Context: an optimization exercise on an open-source flow, tuned for small area, a short achievable clock period and few clock cycles. The choices shown serve that exercise and are no tape-out recipe.
The RTL was checked by simulation tests, not by an equivalence proof against the original design.
Power is estimated from default activity; no workload was simulated.

--- flow/run.sh ---
#!/bin/bash
# synth_recipe.tcl (not shown) runs the flow's synth.tcl, then flattens the netlist and writes it again
# the make line also repeats each setting of config.mk as NAME=value (left out here)
make -C /OpenROAD-flow-scripts/flow DESIGN_CONFIG=/design/flow/config.mk WORK_HOME=/design/flow/orfs CLKGATE_MAP_FILE= SYNTH_SCRIPT=/design/flow/synth_recipe.tcl finish
--- flow/config.mk ---
export PLATFORM = sky130hd
export DESIGN_NAME = page_framebuffer_glyph_plotter
export DESIGN_NICKNAME = page_framebuffer_glyph_plotter
export VERILOG_FILES = /design/flow/design.v
export SDC_FILE = /design/flow/constraint.sdc
export NUM_CORES = 4
export LEC_CHECK = 0
export CAP_MARGIN = 20
export CORE_MARGIN = 2
export CORE_UTILIZATION = 40
export SLEW_MARGIN = 20
export SYNTH_MEMORY_MAX_BITS = 16384
--- flow/constraint.sdc ---
create_clock -name core_clock -period 10.0 [get_ports {clk}]
set_input_delay 2.0000 -clock core_clock [delete_from_list [all_inputs] [get_ports {clk}]]
set_output_delay 2.0000 -clock core_clock [all_outputs]
set_load 0.01 [all_outputs]
--- flow/design.v ---
package pfgp_pkg;
  localparam int COLUMNS_DEF = 128;
  localparam int PAGES_DEF   = 8;
  localparam logic [1:0] OP_CLEAR = 2'd0;
  localparam logic [1:0] OP_POINT = 2'd1;
  localparam logic [1:0] OP_GLYPH = 2'd2;
  localparam logic [1:0] OP_READ  = 2'd3;
  typedef struct packed {
    logic [1:0] operation;
    logic [6:0] x;
    logic [5:0] y;
    logic       pixel_on;
    logic [2:0] column_index;
    logic [7:0] glyph_upper;
    logic [7:0] glyph_lower;
    logic [2:0] read_page;
  } item_t;
  typedef struct packed {
    logic [7:0] read_data;
    logic       ignored;
  } result_t;
endpackage
module pfgp_ram #(
  parameter int WIDTH = 8,
  parameter int DEPTH = 1024
) (
  input  logic                     clk,
  input  logic                     we,
  input  logic [$clog2(DEPTH)-1:0] waddr,
  input  logic [WIDTH-1:0]         wdata,
  input  logic [$clog2(DEPTH)-1:0] raddr,
  output logic [WIDTH-1:0]         rdata
);
  logic [WIDTH-1:0] mem [DEPTH];
  always_ff @(posedge clk) begin
    if (we) begin
      mem[waddr] <= wdata;
    end
    rdata <= mem[raddr];
  end
endmodule
module pfgp_ctrl #(
  parameter int COLUMNS = pfgp_pkg::COLUMNS_DEF,
  parameter int PAGES   = pfgp_pkg::PAGES_DEF
) (
  input  logic              clk,
  input  logic              rst,
  input  logic              in_valid,
  output logic              in_ready,
  input  pfgp_pkg::item_t   item,
  output logic              res_valid,
  input  logic              res_ready,
  output pfgp_pkg::result_t res
);
  localparam int DEPTH  = PAGES * COLUMNS;
  localparam int ADDR_W = $clog2(DEPTH);
  localparam int ROWS   = PAGES * 8;
  localparam logic [1:0] S_IDLE   = 2'd0;
  localparam logic [1:0] S_ACCESS = 2'd1;
  localparam logic [1:0] S_CLEAR  = 2'd2;
  logic [1:0]        state;
  logic [ADDR_W-1:0] clr_addr;
  logic              clr_reply;
  logic [1:0]        issue_cnt;
  logic              pend;
  logic              is_read;
  logic [ADDR_W-1:0] rd_addr;
  logic [ADDR_W-1:0] wr_addr;
  logic [2:0][7:0]   mask_q;
  logic [2:0][7:0]   data_q;
  logic [7:0]        res_data;
  logic              res_ign;
  logic [2:0]        off;
  logic [2:0][7:0]   m_dec;
  logic [2:0][7:0]   d_dec;
  logic [7:0]        col_pos;
  logic [3:0]        page_sel;
  logic [7:0]        col_sel;
  logic [1:0]        n_dec;
  logic              ign_dec;
  logic              rd_dec;
  logic [ADDR_W-1:0] base;
  logic              mem_we;
  logic [ADDR_W-1:0] mem_waddr;
  logic [7:0]        mem_wdata;
  logic [7:0]        mem_rdata;
  always_comb begin
    off      = item.y[2:0];
    m_dec    = {16'h0000, 8'hFF} << off;
    d_dec    = {8'h00, item.glyph_lower, item.glyph_upper} << off;
    col_pos  = {1'b0, item.x} + {5'b0_0000, item.column_index};
    page_sel = {1'b0, item.y[5:3]};
    col_sel  = {1'b0, item.x};
    n_dec    = 2'd0;
    ign_dec  = 1'b0;
    rd_dec   = 1'b0;
    case (item.operation)
      pfgp_pkg::OP_POINT: begin
        m_dec[0] = 8'h01 << off;
        d_dec[0] = item.pixel_on ? (8'h01 << off) : 8'h00;
        if (({2'b00, item.x} < 9'(COLUMNS)) && ({2'b00, item.y} < 8'(ROWS))) begin
          n_dec = 2'd1;
        end
      end
      pfgp_pkg::OP_GLYPH: begin
        col_sel = col_pos;
        if (({2'b00, item.x} > 9'(COLUMNS - 9)) ||
            (({2'b00, item.y} + 8'd16) >= 8'(ROWS))) begin
          ign_dec = 1'b1;
        end else if ({1'b0, col_pos} < 9'(COLUMNS)) begin
          n_dec = (off == 3'd0) ? 2'd2 : 2'd3;
        end
      end
      pfgp_pkg::OP_READ: begin
        rd_dec   = 1'b1;
        page_sel = {1'b0, item.read_page};
        if (({2'b00, item.read_page} < 5'(PAGES)) && ({2'b00, item.x} < 9'(COLUMNS))) begin
          n_dec = 2'd1;
        end
      end
      default: begin
        n_dec = 2'd0;
      end
    endcase
    base = ADDR_W'(ADDR_W'(page_sel) * ADDR_W'(COLUMNS)) + ADDR_W'(col_sel);
  end
  assign in_ready  = (state == S_IDLE);
  assign res_valid = (state == S_ACCESS) && (issue_cnt == 2'd0) && !pend;
  assign res       = {res_data, res_ign};
  always_comb begin
    mem_we    = 1'b0;
    mem_waddr = wr_addr;
    mem_wdata = (mem_rdata & ~mask_q[0]) | data_q[0];
    if (state == S_CLEAR) begin
      mem_we    = 1'b1;
      mem_waddr = clr_addr;
      mem_wdata = 8'h00;
    end else if ((state == S_ACCESS) && pend && !is_read) begin
      mem_we = 1'b1;
    end
  end
  always_ff @(posedge clk) begin
    if (rst) begin
      state     <= S_CLEAR;
      clr_addr  <= '0;
      clr_reply <= 1'b0;
      issue_cnt <= 2'd0;
      pend      <= 1'b0;
    end else begin
      case (state)
        S_IDLE: begin
          if (in_valid) begin
            res_data <= 8'h00;
            res_ign  <= ign_dec;
            if (item.operation == pfgp_pkg::OP_CLEAR) begin
              state     <= S_CLEAR;
              clr_addr  <= '0;
              clr_reply <= 1'b1;
            end else begin
              state     <= S_ACCESS;
              issue_cnt <= n_dec;
              rd_addr   <= base;
              is_read   <= rd_dec;
              mask_q    <= m_dec;
              data_q    <= d_dec;
            end
          end
        end
        S_ACCESS: begin
          pend <= (issue_cnt != 2'd0);
          if (issue_cnt != 2'd0) begin
            issue_cnt <= issue_cnt - 2'd1;
            rd_addr   <= rd_addr + ADDR_W'(COLUMNS);
            wr_addr   <= rd_addr;
          end
          if (pend) begin
            mask_q <= {8'h00, mask_q[2:1]};
            data_q <= {8'h00, data_q[2:1]};
            if (is_read) begin
              res_data <= mem_rdata;
            end
          end
          if (res_valid && res_ready) begin
            state <= S_IDLE;
          end
        end
        S_CLEAR: begin
          clr_addr <= clr_addr + ADDR_W'(1);
          if (clr_addr == ADDR_W'(DEPTH - 1)) begin
            state <= clr_reply ? S_ACCESS : S_IDLE;
          end
        end
        default: begin
          state <= S_IDLE;
        end
      endcase
    end
  end
  pfgp_ram #(
    .WIDTH(8),
    .DEPTH(DEPTH)
  ) u_frame_store (
    .clk  (clk),
    .we   (mem_we),
    .waddr(mem_waddr),
    .wdata(mem_wdata),
    .raddr(rd_addr),
    .rdata(mem_rdata)
  );
endmodule
module page_framebuffer_glyph_plotter #(
  parameter int COLUMNS = pfgp_pkg::COLUMNS_DEF,
  parameter int PAGES   = pfgp_pkg::PAGES_DEF
) (
  input  logic       clk,
  input  logic       rst,
  input  logic       in_valid,
  output logic       in_ready,
  input  logic [1:0] operation,
  input  logic [6:0] x,
  input  logic [5:0] y,
  input  logic       pixel_on,
  input  logic [2:0] column_index,
  input  logic [7:0] glyph_upper,
  input  logic [7:0] glyph_lower,
  input  logic [2:0] read_page,
  output logic       out_valid,
  input  logic       out_ready,
  output logic [7:0] read_data,
  output logic       ignored
);
  pfgp_pkg::item_t   item;
  pfgp_pkg::result_t res;
  logic    res_valid;
  logic    res_ready;
  assign item = {operation, x, y, pixel_on, column_index, glyph_upper, glyph_lower,
                  read_page};
  assign res_ready = !out_valid || out_ready;
  always_ff @(posedge clk) begin
    if (rst) begin
      out_valid <= 1'b0;
    end else if (res_valid && res_ready) begin
      out_valid <= 1'b1;
    end else if (out_ready) begin
      out_valid <= 1'b0;
    end
  end
  always_ff @(posedge clk) begin
    if (res_valid && res_ready) begin
      read_data <= res.read_data;
      ignored   <= res.ignored;
    end
  end
  pfgp_ctrl #(
    .COLUMNS(COLUMNS),
    .PAGES  (PAGES)
  ) u_ctrl (
    .clk      (clk),
    .rst      (rst),
    .in_valid (in_valid),
    .in_ready (in_ready),
    .item     (item),
    .res_valid(res_valid),
    .res_ready(res_ready),
    .res      (res)
  );
endmodule
==> results.txt <==
# TYPE chip_impl_metric gauge
chip_impl_info{name="outcome",value="timing/DRC/antenna clean"} 1
chip_impl_info{name="cts.root.buffer_cell",value="clkbuf_16"} 1
chip_impl_metric{name="drc",unit=""} 0
chip_impl_metric{name="resized_after_cts",unit=""} 0
chip_impl_metric{name="worst_hold_path.num_cells",unit=""} 0
chip_impl_metric{name="vdd_ir_drop_max",unit="mV"} 0.217
chip_impl_metric{name="power_density_over_cell_area",unit="mW/mm^2"} 187
chip_impl_metric{name="period_needed",unit="ps"} 5820
chip_impl_metric{name="numClockSinks",unit=""} 8294
chip_impl_metric{name="syn-num-nets",unit=""} 15600
chip_impl_info{name="critPathCaptureType",value="flip-flop"} 1
chip_impl_metric{name="global_route.usage.total",unit="%"} 23.4
chip_impl_info{name="tritoncts",value="yes"} 1
chip_impl_info{name="crit_path_cell_trace",value="buf_4 -> buf_12 -> buf_4 -> mux4_1 -> mux4_2 -> nor2_1 -> nor2_1 -> o22ai_1 -> a311o_1 -> or4_1 -> nand4_1"} 1
chip_impl_info{name="worstHoldEndpoint",value="read_data[1]"} 1
chip_impl_metric{name="synth-edff-count",unit=""} 8269
chip_impl_metric{name="routed_vias",unit=""} 168000
chip_impl_metric{name="floorplan.core_area",unit="sq mm"} 0.812
chip_impl_metric{name="rows",unit=""} 331
chip_impl_metric{name="ctsHtreeMaxLevel",unit=""} 6
chip_impl_metric{name="clkSlewWorstSetupHoldPaths",unit="ps"} 70
chip_impl_metric{name="antenna_found_initial",unit=""} 103
chip_impl_metric{name="netlist_area",unit="sq mm"} 0.326
chip_impl_metric{name="final_report_hold_violation_count",unit=""} 0
chip_impl_info{name="hold_start",value="u_ctrl.res_data[1]"} 1
chip_impl_metric{name="ys_seq_area_share",unit="%"} 76.3
chip_impl_metric{name="post-place-ws",unit="ps"} 4330
chip_impl_metric{name="drtIter0Drc",unit=""} 26800
chip_impl_metric{name="vias_per_cell",unit=""} 6.11
chip_impl_metric{name="worst_ep_required_time",unit="ps"} 11060
chip_impl_metric{name="first_global_vias",unit=""} 162000
chip_impl_metric{name="final_critical_path_setup_slack",unit="ps"} 4180
chip_impl_metric{name="final_util",unit="%"} 44.9
chip_impl_info{name="hold_path_class",value="flip-flop to flip-flop"} 1
chip_impl_metric{name="port_buffers",unit=""} 52
chip_impl_metric{name="finish.net_count",unit=""} 16000
chip_impl_metric{name="ant_nets",unit=""} 0
chip_impl_metric{name="yosysWarningCount",unit=""} 3
chip_impl_metric{name="power_leakage",unit="nW"} 94.2
chip_impl_metric{name="overflow",unit=""} 0
chip_impl_metric{name="die_x",unit="um"} 907
chip_impl_metric{name="timing.final.setup_violations",unit=""} 0
chip_impl_metric{name="postSynthAreaPerCell",unit="sq um"} 21.0
chip_impl_metric{name="totalWireLength",unit="mm"} 995
chip_impl_info{name="setup.worst_path.start",value="u_ctrl.rd_addr[0]"} 1
chip_impl_metric{name="wire_length_of_the_first_global_routing_pass",unit="mm"} 1360
chip_impl_metric{name="cts-buffers-inserted",unit=""} 807
chip_impl_metric{name="maxSlewViolCount",unit=""} 0
chip_impl_metric{name="synth-async-reset-ratio",unit="%"} 0
chip_impl_metric{name="slew_headroom",unit="%"} 7.13
chip_impl_metric{name="syn_to_final_growth",unit="%"} 11.8
chip_impl_metric{name="cp.arrival",unit="ps"} 6880
chip_impl_metric{name="max_stage_delay",unit="ps"} 840
chip_impl_info{name="rsz0062_at_grt",value="false"} 1
chip_impl_metric{name="ys_seq_elements",unit=""} 8294
chip_impl_metric{name="hpwl",unit="mm"} 601
chip_impl_metric{name="hold_buffers",unit=""} 0
chip_impl_metric{name="worstRegToRegCells",unit=""} 11
chip_impl_metric{name="r2r_slack",unit="ps"} 4180
chip_impl_metric{name="largest_net_degree_at_the_start_of_global_routing",unit=""} 213
chip_impl_metric{name="clkLatencyLatePin",unit="ps"} 1180
chip_impl_metric{name="post_synth_inst_count",unit=""} 15600
chip_impl_info{name="cp-start-kind",value="flip-flop"} 1
chip_impl_metric{name="cts_buffer_depth",unit=""} 4
chip_impl_metric{name="initial_utilization",unit="%"} 40.1
chip_impl_metric{name="boundaryPins",unit=""} 53
chip_impl_metric{name="wl_per_cell",unit="um"} 36.2
chip_impl_info{name="worstReg2RegStart",value="u_ctrl.rd_addr[0]"} 1
chip_impl_metric{name="timing.critical_path.fanout_max",unit=""} 75
chip_impl_metric{name="finalCritPeriodShare",unit="%"} 58.2
chip_impl_metric{name="worst_pin_slew",unit="ps"} 1380
chip_impl_info{name="synthFlopType",value="edfxtp_1"} 1
chip_impl_metric{name="floorplan.die_area",unit="sq mm"} 0.822
chip_impl_metric{name="firstDrtPassIters",unit=""} 6
chip_impl_metric{name="fmaxAchievable",unit="MHz"} 172
chip_impl_metric{name="cap_violations",unit=""} 0
chip_impl_metric{name="worst_clock_skew",unit="ps"} 59.9
chip_impl_metric{name="gp_congestion",unit=""} 0.875
chip_impl_metric{name="yosysUniqueCellTypes",unit=""} 101
chip_impl_info{name="cp_slowest_cell",value="edfxtp_1"} 1
chip_impl_info{name="critical_path_class",value="flip-flop to flip-flop"} 1
chip_impl_metric{name="drive_above_1_share",unit="%"} 20.8
chip_impl_info{name="rr_endpoint",value="u_ctrl.u_frame_store.rdata[4]"} 1
chip_impl_metric{name="cts_setup_buffers",unit=""} 0
chip_impl_metric{name="fp.dieH",unit="um"} 907
[metal layers]
metal / share of wire (%) / GRT usage [%] / wire length (um) / vias to the layer above
li1: - / - / - / 65700
met1: 38 / 32.3 / 380000 / 90400
met2: 46 / 35.9 / 456000 / 10200
met5: 0.016 / 0 / 162 / -
met4: 5.1 / 10.5 / 50700 / 24
met3: 11 / 5.27 / 108000 / 1788
[cells by family (layout without fill, tap and decap cells)]
family	after synthesis	after routing	synth area share [%]
mux	2697	2697	15.7
flops	8294	8294	76.3
compound gates	1325	1325	2.79
fa+ha+maj	9	9	0.0368
simple gates	2211	2211	2.87
other cells	0	88	0
xor+xnor	14	14	0.0376
buf+inv	1010	2041	2.28
[state kept, by name, indices dropped and copies added (netlist names)]
register and flops:
u_ctrl.data_q 23, u_ctrl.mask_q 15, u_ctrl.u_frame_store.rdata 8, u_ctrl.wr_addr 10
u_ctrl.issue_cnt 2, out_valid 1, u_ctrl.pend 1, u_ctrl.rd_addr 10
u_ctrl.clr_addr 10, u_ctrl.u_frame_store.mem 8192, ignored 1, u_ctrl.res_ign 1
u_ctrl.clr_reply 1, u_ctrl.state 2, u_ctrl.res_data 8, read_data 8
u_ctrl.is_read 1
[how the worst max path moves through the flow]
stage / slack, ps / cells after the start / to
floorplan: -600 / 5 / u_ctrl.u_frame_store.mem[0][0]
global placement: 3390 / 11 / u_ctrl.u_frame_store.rdata[7]
detailed placement: 4330 / 12 / u_ctrl.u_frame_store.rdata[3]
CTS: 4290 / 12 / u_ctrl.u_frame_store.rdata[3]
global route: 4090 / 7 / u_ctrl.u_frame_store.mem[1002][2]
finish: 4180 / 11 / u_ctrl.u_frame_store.rdata[4]
[report_power, final]
part | leakage (nW) | internal, mW | switching (mW)
sequential | 58.9 | 37.6 | 0.00491
clock | 12.6 | 17.0 | 13.1
combinational | 22.7 | 0.0514 | 0.181
total | 94.2 | 54.7 | 13.3
[Yosys cell counts (all sizes together), types with 36 or more instances]
library cell  number  share of area, %
o22ai            243              0.47
nand3            122              0.19
and3              36             0.069
a31oi             61              0.12
buf              608               1.8
o221ai           222              0.60
nor2            1240               1.4
edfxtp          8269                76
o21ai            171              0.26
mux2              45              0.16
mux4            1847                13
a21oi            251              0.39
nand4             39             0.075
and2              45             0.086
a211oi            45              0.11
nand2            492              0.57
nor3              85              0.13
a22oi            113              0.26
clkbuf           377              0.48
mux2i            805               2.5
[through the flow]
step | TNS (ps) | power, mW | hold slack [ps] | cell area [sq um] | std cells
after floorplan | -4947510 | 38.5 | 400 | 326000 | 15600
after global placement | 0 | 38.6 | 412 | 338000 | 25900
after detailed placement | 0 | 38.6 | 407 | 338000 | 25900
after CTS | 0 | 68.3 | 419 | 364000 | 27400
after global routing | 0 | 69.5 | 422 | 364000 | 27400
final | 0 | 68.0 | 417 | 365000 | 27500
[area by class of cell]
class	count	area, sq um
well taps	10800	13500
diodes	88	220
flip-flops and latches	8294	249000
repair buffers	530	5170
inverters	24	123
fillers	67700	448000
clock inverters	469	4330
clock buffers	1018	21500
multi-input cells	6256	70900
[critical path: cells and delay by family, from the launching register on]
family / cells / cell delay [ps]
buffers and inverters: 3 / 1600
muxes: 2 / 1180
AOI/OAI and AO/OA: 2 / 1060
DFF: 1 / 840
and+or+nand+nor: 4 / 770
[cell usage in the layout, fill, tap and decap left out, drive strengths merged, types with 13 or more instances in the layout]
cell type and n:
a211oi 45, a21oi 251, a221oi 33, a22o 13, a22oi 113, a311oi 23
a31oi 61, a32oi 13, and2 45, and3 36, buf 478, bufinv 72
clkbuf 1018, clkdlybuf4s50 52, clkinv 365, clkinvlp 14, dfxtp 25, diode 88
edfxtp 8269, inv 42, mux2 45, mux2i 805, mux4 1847, nand2 492
nand2b 26, nand3 122, nand4 39, nor2 1240, nor2b 28, nor3 85
nor4 30, o211ai 23, o21ai 171, o221ai 222, o22ai 243, o31ai 16
or3 20
Testbench counts, summed over its fixed seeds: cycles 93,184.

==> separate check: timing with driven ports <==
The results above use ideal ports. As a check the final layout listed here was re-extracted and re-timed, cells and wires unchanged.
Step 1, drivers: a clkbuf_16 drives clk and a buf_2 each remaining input, both assumed.
Step 2 also shifts input and output timing later by t, the mid clock arrival at the registers, as if the neighbouring blocks saw the same clock.
Slacks: ideal / step 1 / step 2; pairs: ideal / step 1.
t, ns: 1.296
setup slack, ns: 4.176 / 4.176 / 4.176
cell pins on the clock port's net: 1
After both steps setup and hold are still met in this run. For this run, drivers alone change the setup slack by 0.000 ns; drivers and shift together by 0.000 ns.
